What follows belongs to an exercise in optimizing a design on an open flow for small area, a short achievable clock period and few clock cycles; a production flow would make more cautious choices.
Only simulation tests tie the RTL to the original design; equivalence was not proved.
Power figures rest on the tool's default switching activity, not on a simulated workload.

==> trial 79: inputs <==
## cpu_top
module cpu_top (
    input  logic             clk,
    input  logic             rst_n,
    input  logic [32-1:0] instr,
    output logic [32-1:0] i_addr,
    input  logic [32-1:0] mem_rd_data,
    output logic [32-1:0] mem_addr,
    output logic [32-1:0] mem_wr_data,
    output logic             mem_wr,
    output logic             halted
);
    localparam int PW = 32 - 2;    
    logic [PW-1:0]      pc;
    logic               e_valid;
    logic               e_wr;
    logic [5-1:0] e_dest;
    logic               e_ld, e_st;
    logic               e_and, e_or, e_slt, e_cin;
    logic [32-1:0]   e_a, e_b;
    logic [15:0]        e_ad_lo, e_ad_up, e_ad_dn;    
    logic               e_ad_c16;
    logic             e_lt;
    logic [32-1:0] e_sum, e_alu, e_res;
    exec_unit #(.W(32)) u_add (.a(e_a), .b(e_b), .cin(e_cin), .s(e_sum));
    assign e_lt = (e_a[32-1] == e_b[32-1]) ? e_a[32-1] : e_sum[32-1];
    always_comb begin
        if (e_and)
            e_alu = e_a & e_b;
        else if (e_or)
            e_alu = e_a | e_b;
        else if (e_slt)
            e_alu = {{(32-1){1'b0}}, e_lt};
        else
            e_alu = e_sum;
    end
    assign e_res = e_ld ? mem_rd_data : e_alu;
    logic [32-1:0] e_wdata;
    always_comb begin
        if (!rst_n)
            e_wdata = '0;
        else if (e_ld)
            e_wdata = mem_rd_data;
        else
            e_wdata = e_alu;
    end
    logic [32-1:0] e_p;
    logic             e_sum_zero, e_res_zero;
    assign e_p        = e_a ^ e_b;
    assign e_sum_zero = (e_p[0] == e_cin) && (e_p[32-1:1] == (e_a[32-2:0] | e_b[32-2:0]));
    logic e_byp_zero;
    always_comb begin
        if (e_ld)
            e_byp_zero = (mem_rd_data == '0);
        else if (e_and)
            e_byp_zero = ((e_a & e_b) == '0);
        else if (e_or)
            e_byp_zero = ((e_a | e_b) == '0);
        else
            e_byp_zero = e_sum_zero;
    end
    assign e_res_zero = e_slt ? !e_lt : e_byp_zero;
    assign mem_addr    = {e_ad_c16 ? e_ad_up : e_ad_dn, e_ad_lo};
    assign mem_wr_data = e_b;
  ...
clock: 7.0 ns
lec_check: 0
cap_margin: 20
core_margin: 2
core_utilization: 40
cts_cluster_diameter: 70
cts_cluster_size: 22
place_density: 0.6
setup_slack_margin: 3.25
slew_margin: 20
synth_hierarchical: 1
run.sh (not shown) runs the stock make flow with config.mk's settings and CLKGATE_MAP_FILE= SYNTH_SCRIPT=/design/flow/synth_recipe.tcl, a recipe that flattens the netlist after the stock synthesis.
==> inputs of build 31, as changes to trial 79 <==
--- a/flow/design.v
+++ b/flow/design.v
@@ -37,31 +37,26 @@
 );
     localparam int LV = (W > 16) ? 5 : (W > 8) ? 4 : (W > 4) ? 3 : (W > 2) ? 2 : 1;
     logic [W-1:0] p;
     logic [W-1:0] g [0:LV];
     logic [W-1:0] t [0:LV];
-    logic [W-1:0] c;
     assign p    = a ^ b;
-    assign g[0] = a & b;
+    assign g[0] = (a & b) | {{(W-1){1'b0}}, p[0] & cin};
     assign t[0] = p;
     for (genvar l = 0; l < LV; l++) begin : g_lvl
         localparam int D = 1 << l;
         for (genvar i = 0; i < W; i++) begin : g_bit
-            if (l == 0 && i == 1) begin : g_b1
-                assign g[l+1][i] = (a[1] & b[1]) | (a[1] & a[0] & b[0]) | (b[1] & a[0] & b[0]);
-                assign t[l+1][i] = t[l][i] & t[l][i-D];
-            end else if (i >= D) begin : g_op
+            if (i >= D) begin : g_op
                 assign g[l+1][i] = g[l][i] | (t[l][i] & g[l][i-D]);
                 assign t[l+1][i] = t[l][i] & t[l][i-D];
             end else begin : g_pass
                 assign g[l+1][i] = g[l][i];
                 assign t[l+1][i] = t[l][i];
             end
         end
     end
-    assign c = {g[LV][W-2:0] | (t[LV][W-2:0] & {(W-1){cin}}), cin};
-    assign s = p ^ c;
+    assign s = p ^ {g[LV][W-2:0], cin};
 endmodule
 module addr_hi (
     input  logic [15:0] base_hi,
     input  logic        sign,
     output logic [15:0] up,
@@ -111,24 +106,24 @@
     input  logic               clk,
     input  logic               rst_n,
     input  logic [5-1:0] rs1,
     input  logic [5-1:0] rs2,
     output logic [32-1:0]   bus_a,
-    output logic [32-1:0]   bus_b_n,      
+    output logic [32-1:0]   bus_b,
     output logic               zero_a,
     input  logic [5-1:0] rd,
-    input  logic [32-1:0]   wr_data,      
+    input  logic [32-1:0]   wr_data,
     input  logic               wr_zero,
     input  logic               wr_en
 );
     localparam int NREGS = 1 << 5;
     logic [32-1:0] wdata;
     logic             wnz;
     logic [32:0]   q [NREGS];      
     logic [NREGS-1:0] sel_a, sel_b;
-    logic [32:0]   rd_a, rd_b;       
-    assign wdata = wr_data;      
+    logic [32:0]   rd_a, rd_b;
+    assign wdata = rst_n ? wr_data : '0;
     assign wnz   = rst_n && !wr_zero;
     assign q[0]  = '0;
     for (genvar i = 1; i < NREGS; i++) begin : g_reg
         always_ff @(posedge clk) begin
             if (!rst_n || (wr_en && rd == i))
@@ -146,19 +141,39 @@
         for (genvar i = 0; i < NREGS; i++) begin : g_col
             assign col[i] = q[i][j];
         end
         rf_read_fast u_ra (.d(col), .sel(sel_a), .y(rd_a[j]));
         if (j < 32) begin : g_b
-            rf_read_n u_rb (.d(col), .sel(sel_b), .y_n(rd_b[j]));
+            rf_read u_rb (.d(col), .sel(sel_b), .y(rd_b[j]));
         end else begin : g_nb
-            assign rd_b[j] = 1'b1;
+            assign rd_b[j] = 1'b0;
         end
     end
     assign bus_a  = rd_a[32-1:0];
-    assign bus_b_n = rd_b[32-1:0];
+    assign bus_b  = rd_b[32-1:0];
     assign zero_a = !rd_a[32];
 endmodule
+module rf_read (
+    input  logic [31:0] d,
+    input  logic [31:0] sel,
+    output logic        y
+);
+    logic [10:0] t;     
+    logic [2:0]  u;     
+    for (genvar k = 0; k < 10; k++) begin : g_tri
+        rf_aoi222 u_t (
+            .a1(d[3*k+1]), .a2(sel[3*k+1]),
+            .b1(d[3*k+2]), .b2(sel[3*k+2]),
+            .c1(d[3*k+3]), .c2(sel[3*k+3]),
+            .y(t[k]));
+    end
+    rf_nand2 u_t10 (.a(d[31]), .b(sel[31]), .y(t[10]));
+    rf_nand4 u_u0 (.a(t[0]), .b(t[1]), .c(t[2]), .d(t[3]), .y(u[0]));
+    rf_nand4 u_u1 (.a(t[4]), .b(t[5]), .c(t[6]), .d(t[7]), .y(u[1]));
+    rf_nand3 u_u2 (.a(t[8]), .b(t[9]), .c(t[10]), .y(u[2]));
+    rf_or3   u_y  (.a(u[0]), .b(u[1]), .c(u[2]), .y(y));
+endmodule
 module rf_read_fast (
     input  logic [31:0] d,
     input  logic [31:0] sel,
     output logic        y
 );
@@ -186,36 +201,10 @@
     input  logic a, b,
     output logic y
 );
     assign y = !(a || b);
 endmodule
-module rf_read_n (
-    input  logic [31:0] d,
-    input  logic [31:0] sel,
-    output logic        y_n
-);
-    logic [10:0] t;     
-    logic [2:0]  u;     
-    for (genvar k = 0; k < 10; k++) begin : g_tri
-        rf_aoi222 u_t (
-            .a1(d[3*k+1]), .a2(sel[3*k+1]),
-            .b1(d[3*k+2]), .b2(sel[3*k+2]),
-            .c1(d[3*k+3]), .c2(sel[3*k+3]),
-            .y(t[k]));
-    end
-    rf_nand2 u_t10 (.a(d[31]), .b(sel[31]), .y(t[10]));
-    rf_nand4 u_u0 (.a(t[0]), .b(t[1]), .c(t[2]), .d(t[3]), .y(u[0]));
-    rf_nand4 u_u1 (.a(t[4]), .b(t[5]), .c(t[6]), .d(t[7]), .y(u[1]));
-    rf_nand3 u_u2 (.a(t[8]), .b(t[9]), .c(t[10]), .y(u[2]));
-    rf_nor3  u_y  (.a(u[0]), .b(u[1]), .c(u[2]), .y(y_n));
-endmodule
-module rf_nor3 (
-    input  logic a, b, c,
-    output logic y
-);
-    assign y = !(a || b || c);
-endmodule
 module rf_aoi222 (
     input  logic a1, a2, b1, b2, c1, c2,
     output logic y
 );
     assign y = !((a1 && a2) || (b1 && b2) || (c1 && c2));
@@ -236,10 +225,16 @@
     input  logic a, b,
     output logic y
 );
     assign y = !(a && b);
 endmodule
+module rf_or3 (
+    input  logic a, b, c,
+    output logic y
+);
+    assign y = a || b || c;
+endmodule
 `timescale 1ns/100ps
 module cpu_top (
     input  logic             clk,
     input  logic             rst_n,
     input  logic [32-1:0] instr,
@@ -273,19 +268,10 @@
             e_alu = {{(32-1){1'b0}}, e_lt};
         else
             e_alu = e_sum;
     end
     assign e_res = e_ld ? mem_rd_data : e_alu;
-    logic [32-1:0] e_wdata;
-    always_comb begin
-        if (!rst_n)
-            e_wdata = '0;
-        else if (e_ld)
-            e_wdata = mem_rd_data;
-        else
-            e_wdata = e_alu;
-    end
     logic [32-1:0] e_p;
     logic             e_sum_zero, e_res_zero;
     assign e_p        = e_a ^ e_b;
     assign e_sum_zero = (e_p[0] == e_cin) && (e_p[32-1:1] == (e_a[32-2:0] | e_b[32-2:0]));
     logic e_byp_zero;
@@ -307,11 +293,11 @@
     logic [5:0]         op;
     logic [5-1:0] rs, rt, f_dest;
     logic [32-1:0]   imm;
     logic               is_r, is_addi, is_lw, is_sw, is_beqz, is_bnez, is_j, is_halt;
     logic               is_sub, is_and, is_or, is_slt, f_wr;
-    logic [32-1:0]   rf_a, rf_b_n, f_a, f_b;    
+    logic [32-1:0]   rf_a, rf_b, f_a, f_b;
     logic               rf_zero_a;
     assign op  = instr[31:26];
     assign rs  = instr[25:21];
     assign rt  = instr[20:16];
     assign imm = {{(32-16){instr[15]}}, instr[15:0]};
@@ -329,18 +315,18 @@
     assign is_halt = (op == 6'h3f);
     assign f_dest = is_r ? instr[15:11] : rt;
     assign f_wr   = (is_r || is_addi || is_lw) && (f_dest != '0);
     regfile u_regfile (
         .clk(clk), .rst_n(rst_n),
-        .rs1(rs), .rs2(rt), .bus_a(rf_a), .bus_b_n(rf_b_n), .zero_a(rf_zero_a),
-        .rd(e_dest), .wr_data(e_wdata), .wr_zero(e_res_zero), .wr_en(e_valid && e_wr)
+        .rs1(rs), .rs2(rt), .bus_a(rf_a), .bus_b(rf_b), .zero_a(rf_zero_a),
+        .rd(e_dest), .wr_data(e_res), .wr_zero(e_res_zero), .wr_en(e_valid && e_wr)
     );
     logic hit_a, hit_b, f_zero;
     assign hit_a  = e_valid && e_wr && e_dest == rs;
     assign hit_b  = e_valid && e_wr && e_dest == rt;
     assign f_a    = hit_a ? e_res : rf_a;
-    assign f_b    = hit_b ? e_res : ~rf_b_n;
+    assign f_b    = hit_b ? e_res : rf_b;
     assign f_zero = hit_a ? e_byp_zero : rf_zero_a;
     logic [15:0] ad_lo, ad_up, ad_dn;
     logic        ad_c16, stall;
     add_nc #(.W(16)) u_adlo (.a(rf_a[15:0]), .b(imm[15:0]), .s(ad_lo), .co(ad_c16));
     addr_hi u_adhi (.base_hi(rf_a[31:16]), .sign(imm[15]), .up(ad_up), .dn(ad_dn));
PLACE_DENSITY = 0.72   (was 0.6)
==> inputs of build 52, as changes to trial 79 <==
==> flow/design.v (replaced) <==
package cpu_pkg;
    typedef enum logic [5:0] {
        OP_ADD  = 6'h01,
        OP_SUB  = 6'h02,
        OP_AND  = 6'h03,
        OP_OR   = 6'h04,
        OP_SLT  = 6'h05,
        OP_ADDI = 6'h08,
        OP_LW   = 6'h10,
        OP_SW   = 6'h11,
        OP_BEQZ = 6'h12,
        OP_BNEZ = 6'h13,
        OP_J    = 6'h14,
        OP_HALT = 6'h3f
    } opcode_e;
    typedef enum logic [2:0] {
        ALU_ADD,
        ALU_SUB,
        ALU_AND,
        ALU_OR,
        ALU_SLT
    } alu_op_e;
    typedef enum logic [1:0] {
        FWD_REG,
        FWD_MEM,
        FWD_WB
    } fwd_sel_e;
endpackage
`timescale 1ns/100ps
module exec_unit #(
    parameter int W = 32
) (
    input  logic [W-1:0] a,
    input  logic [W-1:0] b,
    input  logic         cin,
    output logic [W-1:0] s
);
    localparam int LV = (W > 16) ? 5 : (W > 8) ? 4 : (W > 4) ? 3 : (W > 2) ? 2 : 1;
    logic [W-1:0] p;
    logic [W-1:0] g [0:LV];
    logic [W-1:0] t [0:LV];
    assign p    = a ^ b;
    assign g[0] = (a & b) | {{(W-1){1'b0}}, p[0] & cin};
    assign t[0] = p;
    for (genvar l = 0; l < LV; l++) begin : g_lvl
        localparam int D = 1 << l;
        for (genvar i = 0; i < W; i++) begin : g_bit
            if (i >= D) begin : g_op
                assign g[l+1][i] = g[l][i] | (t[l][i] & g[l][i-D]);
                assign t[l+1][i] = t[l][i] & t[l][i-D];
            end else begin : g_pass
                assign g[l+1][i] = g[l][i];
                assign t[l+1][i] = t[l][i];
            end
        end
    end
    assign s = p ^ {g[LV][W-2:0], cin};
endmodule
module addr_hi (
    input  logic [15:0] base_hi,
    input  logic        sign,
    output logic [15:0] up,
    output logic [15:0] dn
);
    logic [15:0] inc, dec;
    assign inc = base_hi + 16'd1;
    assign dec = base_hi - 16'd1;
    assign up  = sign ? base_hi : inc;
    assign dn  = sign ? dec : base_hi;
endmodule
module add_nc #(
    parameter int W = 16
) (
    input  logic [W-1:0] a,
    input  logic [W-1:0] b,
    output logic [W-1:0] s,
    output logic         co
);
    localparam int LV = (W > 16) ? 5 : (W > 8) ? 4 : (W > 4) ? 3 : (W > 2) ? 2 : 1;
    logic [W-1:0] p;
    logic [W-1:0] g [0:LV];
    logic [W-1:0] t [0:LV];
    assign p    = a ^ b;
    assign g[0] = a & b;
    assign t[0] = p;
    for (genvar l = 0; l < LV; l++) begin : g_lvl
        localparam int D = 1 << l;
        for (genvar i = 0; i < W; i++) begin : g_bit
            if (l == 0 && i == 1) begin : g_b1
                assign g[l+1][i] = (a[1] & b[1]) | (a[1] & a[0] & b[0]) | (b[1] & a[0] & b[0]);
                assign t[l+1][i] = t[l][i] & t[l][i-D];
            end else if (i >= D) begin : g_op
                assign g[l+1][i] = g[l][i] | (t[l][i] & g[l][i-D]);
                assign t[l+1][i] = t[l][i] & t[l][i-D];
            end else begin : g_pass
                assign g[l+1][i] = g[l][i];
                assign t[l+1][i] = t[l][i];
            end
        end
    end
    assign s  = p ^ {g[LV][W-2:0], 1'b0};
    assign co = g[LV][W-1];
endmodule
`timescale 1ns/100ps
module regfile (
    input  logic               clk,
    input  logic               rst_n,
    input  logic [5-1:0] rs1,
    input  logic [5-1:0] rs2,
    output logic [32-1:0]   bus_a,
    output logic [32-1:0]   bus_b,
    output logic               zero_a,
    input  logic [5-1:0] rd,
    input  logic [32-1:0]   wr_data,
    input  logic               wr_zero,
    input  logic               wr_en
);
    localparam int NREGS = 1 << 5;
    logic [32-1:0] wdata;
    logic             wnz;
    logic [32-1:0] q [1:NREGS-1];
    logic             nz [1:NREGS-1];
    logic             nz_a;
    assign wdata = rst_n ? wr_data : '0;
    assign wnz   = rst_n && !wr_zero;
    for (genvar i = 1; i < NREGS; i++) begin : g_reg
        always_ff @(posedge clk) begin
            if (!rst_n || (wr_en && rd == i)) begin
                q[i]  <= wdata;
                nz[i] <= wnz;
            end
        end
    end
    always_comb begin
        bus_a = '0;
        bus_b = '0;
        nz_a  = 1'b0;
        for (int i = 1; i < NREGS; i++) begin
            bus_a = bus_a | (q[i] & {32{rs1 == i}});
            bus_b = bus_b | (q[i] & {32{rs2 == i}});
            nz_a  = nz_a | (nz[i] && rs1 == i);
        end
    end
    assign zero_a = !nz_a;
endmodule
`timescale 1ns/100ps
module cpu_top (
    input  logic             clk,
    input  logic             rst_n,
    input  logic [32-1:0] instr,
    output logic [32-1:0] i_addr,
    input  logic [32-1:0] mem_rd_data,
    output logic [32-1:0] mem_addr,
    output logic [32-1:0] mem_wr_data,
    output logic             mem_wr,
    output logic             halted
);
    localparam int PW = 32 - 2;    
    logic [PW-1:0]      pc;
    logic               e_valid;
    logic               e_wr;
    logic [5-1:0] e_dest;
    logic               e_ld, e_st;
    logic               e_and, e_or, e_slt, e_cin;
    logic [32-1:0]   e_a, e_b;
    logic [15:0]        e_ad_lo, e_ad_up, e_ad_dn;    
    logic               e_ad_c16;
    logic             e_lt;
    logic [32-1:0] e_sum, e_alu, e_res;
    exec_unit #(.W(32)) u_add (.a(e_a), .b(e_b), .cin(e_cin), .s(e_sum));
    assign e_lt = (e_a[32-1] == e_b[32-1]) ? e_a[32-1] : e_sum[32-1];
    always_comb begin
        if (e_and)
            e_alu = e_a & e_b;
        else if (e_or)
            e_alu = e_a | e_b;
        else if (e_slt)
            e_alu = {{(32-1){1'b0}}, e_lt};
        else
            e_alu = e_sum;
    end
    assign e_res = e_ld ? mem_rd_data : e_alu;
    logic [32-1:0] e_p;
    logic             e_sum_zero, e_res_zero;
    assign e_p        = e_a ^ e_b;
    assign e_sum_zero = (e_p[0] == e_cin) && (e_p[32-1:1] == (e_a[32-2:0] | e_b[32-2:0]));
    always_comb begin
        if (e_ld)
            e_res_zero = (mem_rd_data == '0);
        else if (e_and)
            e_res_zero = ((e_a & e_b) == '0);
        else if (e_or)
            e_res_zero = ((e_a | e_b) == '0);
        else if (e_slt)
            e_res_zero = !e_lt;
        else
            e_res_zero = e_sum_zero;
    end
    assign mem_addr    = {e_ad_c16 ? e_ad_up : e_ad_dn, e_ad_lo};
    assign mem_wr_data = e_b;
    assign mem_wr      = e_valid && e_st;
    assign i_addr = {pc, 2'b00};
    logic [5:0]         op;
    logic [5-1:0] rs, rt, f_dest;
    logic [32-1:0]   imm;
    logic               is_r, is_addi, is_lw, is_sw, is_beqz, is_bnez, is_j, is_halt;
    logic               is_sub, is_and, is_or, is_slt, f_wr;
    logic [32-1:0]   rf_a, rf_b, f_a, f_b;
    logic               rf_zero_a;
    assign op  = instr[31:26];
    assign rs  = instr[25:21];
    assign rt  = instr[20:16];
    assign imm = {{(32-16){instr[15]}}, instr[15:0]};
    assign is_r    = (op == 6'h01) || (op == 6'h02) || (op == 6'h03) || (op == 6'h04) || (op == 6'h05);
    assign is_sub  = (op == 6'h02);
    assign is_and  = (op == 6'h03);
    assign is_or   = (op == 6'h04);
    assign is_slt  = (op == 6'h05);
    assign is_addi = (op == 6'h08);
    assign is_lw   = (op == 6'h10);
    assign is_sw   = (op == 6'h11);
    assign is_beqz = (op == 6'h12);
    assign is_bnez = (op == 6'h13);
    assign is_j    = (op == 6'h14);
    assign is_halt = (op == 6'h3f);
    assign f_dest = is_r ? instr[15:11] : rt;
    assign f_wr   = (is_r || is_addi || is_lw) && (f_dest != '0);
    regfile u_regfile (
        .clk(clk), .rst_n(rst_n),
        .rs1(rs), .rs2(rt), .bus_a(rf_a), .bus_b(rf_b), .zero_a(rf_zero_a),
        .rd(e_dest), .wr_data(e_res), .wr_zero(e_res_zero), .wr_en(e_valid && e_wr)
    );
    logic hit_a, hit_b, f_zero;
    assign hit_a  = e_valid && e_wr && e_dest == rs;
    assign hit_b  = e_valid && e_wr && e_dest == rt;
    assign f_a    = hit_a ? e_res : rf_a;
    assign f_b    = hit_b ? e_res : rf_b;
    assign f_zero = hit_a ? e_res_zero : rf_zero_a;
    logic [15:0] ad_lo, ad_up, ad_dn;
    logic        ad_c16, stall;
    add_nc #(.W(16)) u_adlo (.a(rf_a[15:0]), .b(imm[15:0]), .s(ad_lo), .co(ad_c16));
    addr_hi u_adhi (.base_hi(rf_a[31:16]), .sign(imm[15]), .up(ad_up), .dn(ad_dn));
    assign stall = (is_lw || is_sw) && hit_a;
    logic          f_taken;
    logic [PW-1:0] f_seq, f_target;
    assign f_taken = is_j || (is_beqz && f_zero) || (is_bnez && !f_zero);
    assign f_seq   = pc + 1'b1;
    exec_unit #(.W(PW)) u_tgt (.a(pc), .b(imm[PW-1:0]), .cin(1'b1), .s(f_target));
    always_ff @(posedge clk) begin
        if (!rst_n) begin
            pc      <= '0;
            e_valid <= 1'b0;
            halted  <= 1'b0;
        end else if (!halted) begin
            if (!stall && !is_halt)
                pc <= f_taken ? f_target : f_seq;
            e_valid <= !is_halt && !stall;
            halted  <= is_halt;
        end
    end
    always_ff @(posedge clk) begin
        e_wr     <= f_wr;
        e_dest   <= f_dest;
        e_ld     <= is_lw;
        e_st     <= is_sw;
        e_and    <= is_and;
        e_or     <= is_or;
        e_slt    <= is_slt;
        e_cin    <= is_sub || is_slt;
        e_a      <= f_a;
        e_b      <= (is_addi || is_lw) ? imm : ((is_sub || is_slt) ? ~f_b : f_b);
        e_ad_lo  <= ad_lo;
        e_ad_c16 <= ad_c16;
        e_ad_up  <= ad_up;
        e_ad_dn  <= ad_dn;
    end
endmodule
CTS_CLUSTER_DIAMETER = default   (was 70)
CTS_CLUSTER_SIZE = default   (was 22)
SETUP_SLACK_MARGIN = 3.5   (was 3.25)
==> summary of the runs <==
The lowest utilization belongs to build 31, the highest to build 52. Against build 52, the clock skew of trial 79 is lower by 0.023 ns. Global-route usage: build 52 > trial 79 > build 31. In build 31 the routed wire length is lower than in trial 79, by about 7%. Combinational power: build 52 is higher than trial 79 (23%). Count of clock-buffer cells in the layout, lowest first: trial 79, build 31, build 52.
==> figures <==
                                                            build 31     trial 79     build 52
Internal Dissipation                                         15.8 mW      16.3 mW      18.8 mW
Highest achievable clock rate                                258 MHz      255 MHz      242 MHz
Clock buffer count                                                83           79          159
Setup slack, reg-to-reg                                      3.15 ns      3.07 ns      2.98 ns
Number of nets in the layout                                    4763         5010         5623
Share of cell area taken by flip-flops and latches             50.2%        48.5%        44.7%
Met1 layer wirelength in the final routing                  72800 um     83900 um    101000 um
Number of buffers outside the clock class in the layout          402          495          699
Result of the run                           timing/DRC/antenna clean  timing/DRC/antenna clean  timing/DRC/antenna clean
Sequential logic power                                       13.0 mW      13.1 mW      13.0 mW
Proportion of power drawn by the clock network                 17.4%        18.4%        23.7%
Total area of multi-input combinational cells            24600 sq um  25800 sq um  27200 sq um
Pwr Total                                                    24.8 mW      25.6 mW      29.6 mW
Total number of cells along the worst setup path                  10           15           15
Testbench counts of trial 79, summed over its fixed seeds: cycles 349,546.
Testbench counts of build 31, summed over its fixed seeds: cycles 349,546.
Testbench counts of build 52, summed over its fixed seeds: cycles 349,410.

==> port drivers added, routing unchanged <==
Ports are ideal in the flow. The routed layouts listed here were re-timed in OpenROAD. Step 1 (the two cells are an assumption about what drives the block):
set clk [get_ports {clk}]
set_driving_cell -lib_cell sky130_fd_sc_hd__clkbuf_16 $clk
set_driving_cell -lib_cell sky130_fd_sc_hd__buf_2 [delete_from_list [all_inputs] $clk]
Step 2, shift: input delay + t, output delay - t, t = (earliest + latest rising clock arrival at the registers) / 2. This alone moves slack from input paths to output paths. Three values: ideal, step 1, step 2; two values: the first two.
| run | t (ns) | slack for setup (ns) | latest minus earliest clock arrival (ns) | worst register clock-pin slew, ns |
|---|---|---|---|---|
| trial 79 | 0.777 | 3.071 / 3.071 / 2.400 | 0.040 / 0.040 | 0.10 / 0.10 |
| build 31 | 0.756 | 3.130 / 3.151 / 2.421 | 0.048 / 0.047 | 0.10 / 0.10 |
| build 52 | 0.880 | 2.872 / 2.636 / 1.756 | 0.060 / 0.060 | 0.07 / 0.07 |
After both steps setup and hold are still met in every run listed. The setup slack of build 52, which loses most, moves by -0.236 ns with the drivers and by -1.116 ns with both steps.
